This design comes from an exercise in tuning for small area, a short achievable clock period and few clock cycles on the open sky130 flow, not from production work. The RTL was checked by simulation tests, not by an equivalence proof against the original design.

## alu_seq
module alu_seq #(
  parameter int WIDTH = 64
) (
  input  logic             i_clk,
  input  logic             i_rst,
  input  logic             i_start,
  input  logic [WIDTH-1:0] i_a,
  input  logic [WIDTH-1:0] i_b,
  input  logic             i_cin,
  input  logic [3:0]       i_s,
  output logic [WIDTH-1:0] o_o,
  output logic [WIDTH-1:0] o_hi,
  output logic             o_cout,
  output logic             o_oflow,
  output logic             o_ntive,
  output logic             o_zero,
  output logic             o_busy,
  output logic             o_done
);
Settings: LEC_CHECK=0, CAP_MARGIN=20, CORE_MARGIN=2, CORE_UTILIZATION=40, PLACE_DENSITY=0.6, SETUP_SLACK_MARGIN=3.0, SLEW_MARGIN=20; clock period 7.0 ns.
run.sh (not shown) runs the stock make flow with config.mk's settings and CLKGATE_MAP_FILE= SYNTH_SCRIPT=/design/flow/synth_recipe.tcl, a recipe that flattens the netlist after the stock synthesis.
Testbench counts at the start, summed over its fixed seeds: cycles 5,550.
Next try:
--- a/flow/design.v
+++ b/flow/design.v
@@ -25,25 +25,34 @@
   logic             r_busy, r_done, r_mul;
   logic [2:0]       r_cnt;                
   logic [WIDTH-1:0] r_a;                  
   logic [WIDTH:0]   r_s, r_c;             
   logic [K-1:0]     r_xl, r_yl;           
   logic             r_cy;                 
   logic [WIDTH-1:0] r_pl;                 
   logic [D-1:0]     r_on, r_tw, r_ng;     
   logic             r_cr;                 
   logic             r_cout, r_oflow;
   logic             r_mz;                 
+  logic             r_early;              
+  logic w_sha, w_shb, w_swap, w_early;
+  logic [WIDTH-1:0] w_mcand;
+  assign w_sha   = ~|i_a[WIDTH-1:K];
+  assign w_shb   = ~|i_b[WIDTH-1:K];
+  assign w_swap  = w_sha & ~w_shb;
+  assign w_early = w_sha | w_shb;
+  assign w_mcand = w_swap ? i_b : i_a;
   logic [K:0]   w_bx;
   logic [D-1:0] w_on, w_tw, w_ng;
-  assign w_bx = r_busy ? r_pl[2*K-1:K-1] : {i_b[K-1:0], 1'b0};
+  assign w_bx = r_busy ? r_pl[2*K-1:K-1]
+                      : {(w_swap ? i_a[K-1:0] : i_b[K-1:0]), 1'b0};
   always_comb
     for (int i = 0; i < D; i++) begin
       w_ng[i] = w_bx[2*i+2] & ~(w_bx[2*i+1] & w_bx[2*i]);
       w_on[i] = w_bx[2*i+1] ^ w_bx[2*i];
       w_tw[i] = (w_bx[2*i+2] & ~w_bx[2*i+1] & ~w_bx[2*i]) |
                 (~w_bx[2*i+2] & w_bx[2*i+1] & w_bx[2*i]);
     end
   logic [WIDTH:0] bp0, bp1, bp2, bp3, bp4, bp5, bp6, bp7;
   function automatic logic [WIDTH:0] bsel(input logic [WIDTH-1:0] a,
                                           input logic o, input logic t,
                                           input logic n);
@@ -1301,81 +1310,88 @@
     w_tt = 4'b0000;
     w_ar = 1'b0;
     w_sf = 1'b0;
     w_lt = 1'b0;
     case (i_s)
       4'd0, 4'd1:       w_ar = 1'b1;
       4'd2:             w_tt = 4'b1000;
       4'd3:             w_tt = 4'b1110;
       4'd4:             w_tt = 4'b0110;
       4'd5:             w_tt = 4'b0011;
       4'd6, 4'd7, 4'd8: w_sf = 1'b1;
-      4'd9, 4'd10:      w_tt = 4'b1010;   
+      4'd9:             w_tt = w_swap ? 4'b1100 : 4'b1010;   
+      4'd10:            w_tt = 4'b1010;   
       4'd11:            w_lt = 1'b1;
       default: ;
     endcase
     for (int i = 0; i < WIDTH; i++) begin
       w_lg[i]  = i_b[i] ? (i_a[i] ? w_tt[3] : w_tt[1])
                         : (i_a[i] ? w_tt[2] : w_tt[0]);
       w_res[i] = w_lg[i] | (w_ar & w_t[i]) | (w_sf & w_shf[i]);
     end
     w_res[0] = w_res[0] | (w_lt & (w_t[M] ^ w_v));
   end
   logic w_go, w_fin;
   assign w_go  = i_start & ~r_busy;
   assign w_fin = (r_cnt == 3'(NC));
   always_ff @(posedge i_clk or posedge i_rst) begin
     if (i_rst) begin
       r_busy <= 1'b0;
       r_done <= 1'b0;
       r_mul  <= 1'b0;
       r_cnt  <= '0;
     end else begin
       if (r_busy) begin
-        r_cnt <= r_cnt + 1'b1;
+        r_cnt <= (r_early && r_cnt == 3'd0) ? 3'(NC) : r_cnt + 1'b1;
         if (w_fin) begin
           r_busy <= 1'b0;
           r_done <= 1'b1;
         end
       end else begin
         r_cnt  <= '0;
         r_mul  <= (i_s == 4'd9);
         r_busy <= w_go & (i_s == 4'd9);
         r_done <= w_go & (i_s != 4'd9);
       end
     end
   end
   always_ff @(posedge i_clk) begin
     r_on <= w_on;
     r_tw <= w_tw;
     r_ng <= w_ng;
     if (r_busy) begin
       r_pl <= {m_t[K-1:0], r_pl[WIDTH-1:K]};
       r_cy <= m_cy;
       r_cr <= (r_cnt == 3'(NC - 2)) & r_pl[2*K-1];
       if (w_fin) begin
-        r_s <= {1'b0, m_t[AW-1:K]};
+        if (r_early) begin
+          r_s  <= {{(WIDTH+1-K){1'b0}}, m_t[AW-1:WIDTH]};
+          r_pl <= m_t[WIDTH-1:0];
+        end else begin
+          r_s  <= {1'b0, m_t[AW-1:K]};
+        end
       end else begin
         r_s  <= t_x[AW:K];
         r_c  <= t_y[AW:K];
         r_xl <= t_x[K-1:0];
         r_yl <= t_y[K-1:0];
       end
     end else begin
-      r_a     <= i_a;
+      r_a     <= w_mcand;
+      r_early <= w_early;
       r_s     <= '0;
       r_c     <= '0;
       r_xl    <= '0;
       r_yl    <= '0;
       r_cy    <= 1'b0;
-      r_cr    <= 1'b0;
+      r_cr    <= w_early & (w_swap ? i_a[K-1] : i_b[K-1]);
       r_pl    <= w_res;
       r_cout  <= w_ar & w_c;
       r_oflow <= w_ar & w_v;
       r_mz    <= (i_a == '0) | (i_b == '0);
     end
   end
   assign o_o     = r_pl;
   assign o_hi    = r_s[WIDTH-1:0];
   assign o_cout  = r_cout;
   assign o_oflow = r_oflow;
   assign o_ntive = r_mul ? r_s[M] : r_pl[M];
Effect: Final area rises by 8.6%; worst hold slack improved by 3.3 ps; worst setup slack degrades by 200 ps; clock skew is higher by 23 ps; clock-buffer cell count went down by 7; via count goes up by 9.9%; die area grows by 4.2%; maximum frequency falls by 4.5%; non-clock buffer count goes up by 154; utilization went up by 2.0 points.
Testbench counts after the change, summed over its fixed seeds: cycles 5,103.

## port drivers added, routing unchanged
The flow's constraints put no driver on any port. The routed layouts listed below were extracted and timed again, unchanged, in two steps. Step 1: set_driving_cell puts a clkbuf_16 on i_clk and a buf_2 on each other input, an assumption about the parent block. Step 2 adds t to the input delays and takes it off the output delays; t is the mean of the earliest and latest rising clock arrival at the registers after step 1. Input paths then give back, and output paths get back, about the clock's delay inside the block. Slacks: ideal ports / drivers / drivers and shift; pairs: ideal ports / drivers.
| run | t (ns) | slack for setup (ns) | worst hold slack (ns) | worst setup path at the end | worst register clock-pin slew, ns |
|---|---|---|---|---|---|
| the first run | 0.700 | 2.792 / 2.792 / 2.122 | 0.456 / 0.456 / 0.456 | input to register | 0.07 / 0.07 |
| the second run | 0.689 | 2.595 / 2.379 / 1.691 | 0.459 / 0.459 / 0.459 | input to register | 0.08 / 0.08 |
After both steps setup and hold are still met in every run listed. The setup slack of the second run, which loses most, moves by -0.216 ns with the drivers and by -0.904 ns with both steps.
